Context: an optimization exercise on an open-source flow, tuned for small area, a short achievable clock period and few clock cycles per item. The choices shown serve that exercise and are no tape-out recipe.
Only simulation tests tie the RTL to the original design; equivalence was not proved.
Power figures rest on the tool's default switching activity, not on a simulated workload.

==> flow/config.mk <==
export PLATFORM = sky130hd
export DESIGN_NAME = process_priority_queue
export DESIGN_NICKNAME = process_priority_queue
export VERILOG_FILES = /design/flow/design.v
export SDC_FILE = /design/flow/constraint.sdc
export NUM_CORES = 4
export LEC_CHECK = 0
export CAP_MARGIN = 20
export CORE_MARGIN = 2
export CORE_UTILIZATION = 40
export SLEW_MARGIN = 20
==> flow/constraint.sdc <==
create_clock -name core_clock -period 7.0 [get_ports {clock}]
set_input_delay 1.4000 -clock core_clock [delete_from_list [all_inputs] [get_ports {clock}]]
set_output_delay 1.4000 -clock core_clock [all_outputs]
set_load 0.01 [all_outputs]
==> flow/design.v <==
package ppq_pkg;
   typedef struct packed {
      logic [15:0] id;
      logic [15:0] arrival;
      logic [15:0] burst;
      logic [7:0]  prio;
   } rec_type;
   typedef enum logic [1:0] {
      FUNC_INSERT = 2'd0,
      FUNC_APPEND = 2'd1,
      FUNC_POP    = 2'd2,
      FUNC_REMOVE = 2'd3
   } func_type;
   typedef enum logic [1:0] {
      STATUS_OK        = 2'd0,
      STATUS_EMPTY     = 2'd1,
      STATUS_NOT_FOUND = 2'd2,
      STATUS_FULL      = 2'd3
   } status_type;
   typedef enum logic [1:0] {
      CMP_PRIO = 2'd0,
      CMP_ID   = 2'd1,
      CMP_ANY  = 2'd2
   } cmp_mode_type;
endpackage
module ppq_cmp (
   input  ppq_pkg::cmp_mode_type mode,
   input  ppq_pkg::rec_type      entry,
   input  ppq_pkg::rec_type      key,
   output logic                  hit
);
   always_comb begin
      case (mode)
         ppq_pkg::CMP_PRIO: hit = (entry.prio >= key.prio);
         ppq_pkg::CMP_ID:   hit = (entry.id == key.id);
         ppq_pkg::CMP_ANY:  hit = 1'b1;
         default:           hit = 1'b0;
      endcase
   end
endmodule
module ppq_ram #(
   parameter int WIDTH = 56,
   parameter int DEPTH = 16
) (
   input  logic                     clock,
   input  logic                     wr_en,
   input  logic [$clog2(DEPTH)-1:0] wr_addr,
   input  logic [WIDTH-1:0]         wr_data,
   input  logic [$clog2(DEPTH)-1:0] rd_addr,
   output logic [WIDTH-1:0]         rd_data
);
   logic [WIDTH-1:0] mem [DEPTH];
   logic [WIDTH-1:0] rd_data_ff;
   always_ff @(posedge clock) begin
      if (wr_en) begin
         mem[wr_addr] <= wr_data;
      end
      rd_data_ff <= mem[rd_addr];
   end
   assign rd_data = rd_data_ff;
endmodule
module process_priority_queue #(
   parameter int QUEUE_DEPTH = 16
) (
   input  logic            clock,
   input  logic            reset,
   input  logic            req_valid,
   output logic            req_ready,
   input  logic [1:0]      req_func,
   input  logic [15:0]     req_proc_id,
   input  logic [15:0]     req_arrival,
   input  logic [15:0]     req_burst,
   input  logic [7:0]      req_prio,
   output logic            rsp_valid,
   input  logic            rsp_ready,
   output logic [1:0]      rsp_status,
   output logic [15:0]     rsp_out_id,
   output logic [15:0]     rsp_out_arrival,
   output logic [15:0]     rsp_out_burst,
   output logic [7:0]      rsp_out_prio,
   output logic [4:0]      rsp_occupancy
);
   localparam int AW = $clog2(QUEUE_DEPTH);
   localparam int CW = $clog2(QUEUE_DEPTH + 1);
   localparam int RW = 56;   
   typedef enum logic [6:0] {
      S_IDLE     = 7'b0000001,
      S_SCAN_RD  = 7'b0000010,
      S_SCAN_CHK = 7'b0000100,
      S_SHIFT_RD = 7'b0001000,
      S_SHIFT_WR = 7'b0010000,
      S_PUT      = 7'b0100000,
      S_DONE     = 7'b1000000
   } state_type;
   state_type              state_ff, state_in;
   logic [CW-1:0]          count_ff, count_in;
   logic [CW-1:0]          idx_ff, idx_in;
   logic [CW-1:0]          pos_ff, pos_in;
   ppq_pkg::func_type      func_ff, func_in;
   ppq_pkg::rec_type       key_ff, key_in;
   ppq_pkg::status_type    res_status_ff, res_status_in;
   ppq_pkg::rec_type       res_rec_ff, res_rec_in;
   logic                   rsp_valid_ff, rsp_valid_in;
   ppq_pkg::status_type    rsp_status_ff, rsp_status_in;
   ppq_pkg::rec_type       rsp_rec_ff, rsp_rec_in;
   logic [CW-1:0]          rsp_occ_ff, rsp_occ_in;
   logic                   wr_en;
   logic [AW-1:0]          wr_addr;
   logic [RW-1:0]          wr_data;
   logic [AW-1:0]          rd_addr;
   logic [RW-1:0]          rd_data;
   ppq_pkg::rec_type       rd_rec;
   ppq_pkg::cmp_mode_type  cmp_mode;
   logic                   hit;
   logic [CW-1:0]          idx_p1;
   logic [CW-1:0]          idx_m1;
   logic [CW-1:0]          idx_p2;
   logic                   is_insert;
   logic                   req_accept;
   ppq_pkg::rec_type       req_rec;
   logic [CW+4:0]          occ_wide;
   ppq_ram #(
      .WIDTH (RW),
      .DEPTH (QUEUE_DEPTH)
   ) u_ram (
      .clock   (clock),
      .wr_en   (wr_en),
      .wr_addr (wr_addr),
      .wr_data (wr_data),
      .rd_addr (rd_addr),
      .rd_data (rd_data)
   );
   ppq_cmp u_cmp (
      .mode  (cmp_mode),
      .entry (rd_rec),
      .key   (key_ff),
      .hit   (hit)
   );
   assign rd_rec    = ppq_pkg::rec_type'(rd_data);
   assign idx_p1    = idx_ff + CW'(1);
   assign idx_m1    = idx_ff - CW'(1);
   assign idx_p2    = idx_ff + CW'(2);
   assign is_insert = (func_ff == ppq_pkg::FUNC_INSERT);
   assign req_ready      = (state_ff == S_IDLE);
   assign req_accept     = req_valid && (state_ff == S_IDLE);
   assign req_rec.id      = req_proc_id;
   assign req_rec.arrival = req_arrival;
   assign req_rec.burst   = req_burst;
   assign req_rec.prio    = req_prio;
   always_comb begin
      case (func_ff)
         ppq_pkg::FUNC_INSERT: cmp_mode = ppq_pkg::CMP_PRIO;
         ppq_pkg::FUNC_REMOVE: cmp_mode = ppq_pkg::CMP_ID;
         default:              cmp_mode = ppq_pkg::CMP_ANY;
      endcase
   end
   always_comb begin
      state_in      = state_ff;
      count_in      = count_ff;
      idx_in        = idx_ff;
      pos_in        = pos_ff;
      func_in       = func_ff;
      key_in        = key_ff;
      res_status_in = res_status_ff;
      res_rec_in    = res_rec_ff;
      rsp_valid_in  = rsp_valid_ff && !rsp_ready;
      rsp_status_in = rsp_status_ff;
      rsp_rec_in    = rsp_rec_ff;
      rsp_occ_in    = rsp_occ_ff;
      wr_en         = 1'b0;
      wr_addr       = idx_ff[AW-1:0];
      wr_data       = rd_data;
      rd_addr       = idx_ff[AW-1:0];
      case (state_ff)
         S_IDLE: begin
            if (req_accept) begin
               func_in = ppq_pkg::func_type'(req_func);
               key_in  = req_rec;
               idx_in  = '0;
               if (req_func == ppq_pkg::FUNC_INSERT ||
                   req_func == ppq_pkg::FUNC_APPEND) begin
                  if (count_ff == CW'(QUEUE_DEPTH)) begin
                     res_status_in = ppq_pkg::STATUS_FULL;
                     res_rec_in    = '0;
                     state_in      = S_DONE;
                  end else if (req_func == ppq_pkg::FUNC_APPEND ||
                               count_ff == '0) begin
                     pos_in   = count_ff;
                     state_in = S_PUT;
                  end else begin
                     state_in = S_SCAN_RD;
                  end
               end else if (count_ff == '0) begin
                  res_status_in = ppq_pkg::STATUS_EMPTY;
                  res_rec_in    = '0;
                  state_in      = S_DONE;
               end else begin
                  state_in = S_SCAN_RD;
               end
            end
         end
         S_SCAN_RD: begin
            state_in = S_SCAN_CHK;
         end
         S_SCAN_CHK: begin
            if (hit) begin
               if (is_insert) begin
                  pos_in   = idx_ff;
                  idx_in   = count_ff;
                  state_in = S_SHIFT_RD;
               end else begin
                  res_rec_in    = rd_rec;
                  res_status_in = ppq_pkg::STATUS_OK;
                  if (idx_p1 == count_ff) begin
                     count_in = count_ff - CW'(1);
                     state_in = S_DONE;
                  end else begin
                     state_in = S_SHIFT_RD;
                  end
               end
            end else if (idx_p1 == count_ff) begin
               if (is_insert) begin
                  pos_in   = count_ff;
                  state_in = S_PUT;
               end else begin
                  res_status_in = ppq_pkg::STATUS_NOT_FOUND;
                  res_rec_in    = '0;
                  state_in      = S_DONE;
               end
            end else begin
               idx_in   = idx_p1;
               state_in = S_SCAN_RD;
            end
         end
         S_SHIFT_RD: begin
            rd_addr  = is_insert ? idx_m1[AW-1:0] : idx_p1[AW-1:0];
            state_in = S_SHIFT_WR;
         end
         S_SHIFT_WR: begin
            wr_en   = 1'b1;
            wr_addr = idx_ff[AW-1:0];
            wr_data = rd_data;
            if (is_insert) begin
               idx_in   = idx_m1;
               state_in = (idx_m1 == pos_ff) ? S_PUT : S_SHIFT_RD;
            end else begin
               idx_in = idx_p1;
               if (idx_p2 == count_ff) begin
                  count_in = count_ff - CW'(1);
                  state_in = S_DONE;
               end else begin
                  state_in = S_SHIFT_RD;
               end
            end
         end
         S_PUT: begin
            wr_en         = 1'b1;
            wr_addr       = pos_ff[AW-1:0];
            wr_data       = key_ff;
            count_in      = count_ff + CW'(1);
            res_status_in = ppq_pkg::STATUS_OK;
            res_rec_in    = key_ff;
            state_in      = S_DONE;
         end
         S_DONE: begin
            if (!rsp_valid_ff || rsp_ready) begin
               rsp_valid_in  = 1'b1;
               rsp_status_in = res_status_ff;
               rsp_rec_in    = res_rec_ff;
               rsp_occ_in    = count_ff;
               state_in      = S_IDLE;
            end
         end
         default: begin
            state_in = S_IDLE;
         end
      endcase
   end
   always_ff @(posedge clock) begin
      if (reset) begin
         state_ff     <= S_IDLE;
         count_ff     <= '0;
         rsp_valid_ff <= 1'b0;
      end else begin
         state_ff     <= state_in;
         count_ff     <= count_in;
         rsp_valid_ff <= rsp_valid_in;
      end
   end
   always_ff @(posedge clock) begin
      idx_ff        <= idx_in;
      pos_ff        <= pos_in;
      func_ff       <= func_in;
      key_ff        <= key_in;
      res_status_ff <= res_status_in;
      res_rec_ff    <= res_rec_in;
      rsp_status_ff <= rsp_status_in;
      rsp_rec_ff    <= rsp_rec_in;
      rsp_occ_ff    <= rsp_occ_in;
   end
   assign occ_wide = (CW + 5)'(rsp_occ_ff);
   assign rsp_valid       = rsp_valid_ff;
   assign rsp_status      = rsp_status_ff;
   assign rsp_out_id      = rsp_rec_ff.id;
   assign rsp_out_arrival = rsp_rec_ff.arrival;
   assign rsp_out_burst   = rsp_rec_ff.burst;
   assign rsp_out_prio    = rsp_rec_ff.prio;
   assign rsp_occupancy   = occ_wide[4:0];
endmodule
==> flow/run.sh <==
#!/bin/bash
# synth_recipe.tcl (not shown) runs the flow's synth.tcl, then flattens the netlist and writes it again
# the make line also repeats each setting of config.mk as NAME=value (left out here)
make -C /OpenROAD-flow-scripts/flow DESIGN_CONFIG=/design/flow/config.mk WORK_HOME=/design/flow/orfs CLKGATE_MAP_FILE= SYNTH_SCRIPT=/design/flow/synth_recipe.tcl finish
==> run summary <==
[metal layers]
layer / track usage (%) / wire (µm) / vias to the layer above
li1: - / - / 10289
met1: 26.60 / 47380 / 12167
met2: 29.66 / 49740 / 816
met3: 3.270 / 6879 / 130
met4: 4.961 / 1913 / 0
met5: 0 / 0 / -
[power by group]
part | leakage (nW) | total [mW] | switching (mW) | internal (mW)
clock network | 1.84 | 6.06 | 2.58 | 3.48
logic | 4.53 | 5.05 | 3.35 | 1.70
registers | 10.4 | 9.44 | 0.398 | 9.04
total | 16.8 | 20.6 | 6.33 | 14.2
[layout make-up]
cell class | instances | area (µm²)
Fill cell | 9128 | 58010
Sequential cell | 1154 | 33960
Multi-Input combinational cell | 1211 | 9658
Clock buffer | 153 | 3173
Timing Repair Buffer | 187 | 1800
Tap cell | 1414 | 1769
Clock inverter | 64 | 566.8
Inverter | 18 | 68.82
[worst paths after layout]
kind / from / end / slack [ns] / cells past startpoint
max: idx_ff[2] / u_ram.rd_data_ff[9] / 2.57 / 9
min: res_rec_ff[39] / rsp_rec_ff[39] / 0.42 / 0
max reg2reg: idx_ff[2] / u_ram.rd_data_ff[9] / 2.57 / 9
min reg2reg: res_rec_ff[39] / rsp_rec_ff[39] / 0.42 / 0
[sequential cells by signal, summed over array words and instances, names as in the netlist]
signal            count
state_ff              7
idx_ff                5
res_rec_ff           56
key_ff               56
rsp_status_ff         2
pos_ff                5
rsp_rec_ff           56
count_ff              5
res_status_ff         2
u_ram.rd_data_ff     56
rsp_valid_ff          1
u_ram.mem           896
rsp_occ_ff            5
func_ff               2
[worst max-delay path, cell delays in order, from the launching register on]
cell and delay [ns]:
edfxtp_1 0.78, inv_1 0.30, ha_1 0.27, a21boi_0 0.39, o211a_1 0.28, o32a_4 0.78
buf_12 0.51, mux4_2 0.40, a22oi_1 0.32, nand3_1 0.18
[kinds of logic after synthesis]
logic type,Yosys count
simple gates,625
buf+inv,157
xor+xnor,39
fa+ha+maj,17
flops,1154
mux,233
compound gates,297
[cell usage after synthesis (all sizes together), types with 4 or more instances]
master / n / area share [%]
a21oi: 18 / 0.20
a22o: 27 / 0.54
a22oi: 60 / 1.0
a31oi: 13 / 0.18
a32oi: 4 / 0.080
and3: 4 / 0.057
buf: 46 / 0.56
clkbuf: 93 / 0.79
dfxtp: 69 / 3.1
edfxtp: 1085 / 74
ha: 16 / 0.45
inv: 18 / 0.15
mux2: 8 / 0.20
mux2i: 113 / 2.6
mux4: 112 / 5.7
nand2: 220 / 1.9
nand2b: 7 / 0.099
nand3: 60 / 0.68
nand4: 8 / 0.11
nor2: 266 / 2.3
nor2b: 6 / 0.085
nor3: 22 / 0.26
nor3b: 4 / 0.068
nor4: 12 / 0.17
o21ai: 30 / 0.34
o32a: 113 / 2.6
or4: 4 / 0.068
xnor2: 13 / 0.26
xor2: 25 / 0.50
[cell usage in the layout, fill, tap and decap left out, types with 7 or more instances in the layout]
cell             netlist  final
a21oi_1               18     18
a22o_1                27     27
a22oi_1               60     60
a31oi_1               13     13
buf_4                  5     55
bufinv_16              0      8
clkbuf_1              93     25
clkbuf_16              0    117
clkbuf_8               0     11
clkdlybuf4s50_1        0    126
clkinv_1               0     14
clkinv_2               0     30
dfxtp_1               69     69
edfxtp_1            1085   1085
ha_1                  16     16
inv_1                 18     17
mux2i_1              113    113
mux4_2               112    112
nand2_1              220    220
nand2b_1               7      7
nand3_1               60     60
nand4_1                8      8
nor2_1               265    247
nor2_4                 0     18
nor3_1                21     19
nor4_1                12     11
o21ai_0               25     22
o32a_1               112    112
xnor2_1               13     12
xor2_1                25     25
[metrics by stage]
stage               area [µm²]  power (mW)  hold WS [ns]  util (%)  std cells
floorplan                44050       12.74        0.4003         -       2522
global placement         47160       14.44        0.4032     43.27       3980
detailed placement       47180       14.61        0.4045     43.29       3981
CTS                      50920       20.66        0.4186     46.72       4198
global route             51000       21.41        0.4220     46.79       4201
finish                   51000       20.55        0.4162     46.79       4201
==> qor.yml <==
run:
  maxCapViolations: 0
yosys:
  synth-compound-area-share_pct: 5.567
  synth_area_per_cell_um2: 17.47
  ys_ff_latch: 1154
  syn_nets: 2601
  yosys.area_share.simple_pct: 6.019
  netlist_area_mm2: 0.04405
  synthAdderAreaFrac_pct: 0.4999
  synth_top_family_by_area: "multiplexers"
  yosys_warnings: 3
  ys_async_sr_fraction_pct: 0
  ys_seq_area_share_pct: 77.10
  synth-edff-count: 1085
  synth.distinct_cells: 70
  ys.flop_type: "edfxtp_1"
  synth_mux_area_share_pct: 8.499
  synth_xor_area_share_pct: 0.8095
  synthCells: 2522
clocking:
  post_cts_resized: 0
  insertion_delay_ns: 0.70
  htree_num_levels: 3
  hold_buffers: 0
  cts_tree: "yes"
  clkTransAtPathRegs_ns: 0.06
  clockRootBuffer: "clkbuf_16"
  cts_buffers: 114
  cts_buffer_depth: 3
  cts.sinks: 1154
  post-cts-setup-buffer-count: 0
setup_path:
  crit_type: "reg -> reg"
  start_kind: "register"
  crit_arrival_ns: 4.97
  cp.required_ns: 7.54
  end_kind: "register"
  cp_max_fo: 87
global_route:
  grt_max_degree: 88
  grt_antenna_before_repair: 3
  grt_pass1_vias: 23685
  globalRouteOverflowTotal: 0
  grt_usage_pct: 18.65
  grt_pass1_wl_um: 156600
sta:
  setup-tns-final_ns: 0
  slew_headroom_pct: 26.13
  setup_viol: 0
  final_hold_viol_count: 0
  max_freq_ghz: 0.2256
  post-route-period-util_pct: 63.32
  drv_slew: 0
  setup_slack_ns: 2.567
  rsz0062_at_grt: "false"
  worstMarginPinSlew_ns: 1.103
  finalClockSkew_ns: 0.02792
  min_period_ns: 4.433
drt:
  vias: 23402
  drt_iter0_drc: 2642
  wirelength_um: 105900
  firstDrtPassIters: 6
  wl_per_cell_um: 25.21
  drcViolationCount: 0
  avgViaCountPerCell: 5.571
  antenna_left: 0
floorplanning:
  start_util_pct: 40.41
  die_h_um: 335.9
  rows: 121
  fp.dieW_um: 335.9
  die_area_mm2: 0.1128
  core_mm2: 0.1090
  ios: 127
pwr:
  vdd_drop_max_mv: 0.2502
  leakagePower_nw: 16.81
  power.density_mw_per_mm2: 403.0
final_layout:
  diodes: 0
  layout-drive-gt1-share_pct: 14.14
  nets: 2765
  areaGrowthSynthToFinish_pct: 15.78
min_path:
  hold_path.class: "reg -> reg"
outcome:
  outcome: "finished clean"
place:
  gp_congestion: 0.8330
  dp_hpwl_um: 59300
  dp_slack_ns: 2.540
  io_buffers: 126
Testbench counts, summed over its fixed seeds: cycles 143,789, items 9,600.

-- separate check: timing with driven ports --
No port has a modelled driver above. Below, the same layout with a new extraction and two added sets of constraints. Step 1: set_driving_cell puts a clkbuf_16 on clock and a buf_2 on each other input, an assumption about the parent block. Step 2 adds t to the input delays and takes it off the output delays; t is the mean of the earliest and latest rising clock arrival at the registers after step 1. Input paths then give back, and output paths get back, about the clock's delay inside the block. Slacks: ideal ports / drivers / drivers and shift; pairs: ideal ports / drivers.
t, ns: 0.754
setup WS [ns]: 2.567 / 2.567 / 2.567
hold slack, ns: 0.416 / 0.416 / 0.416
latest minus earliest clock arrival (ns): 0.029 / 0.029
worst register clock-pin slew, ns: 0.06 / 0.06
After both steps setup and hold are still met in this run. The setup slack of this run moves by 0.000 ns with the drivers and by 0.000 ns with both steps.
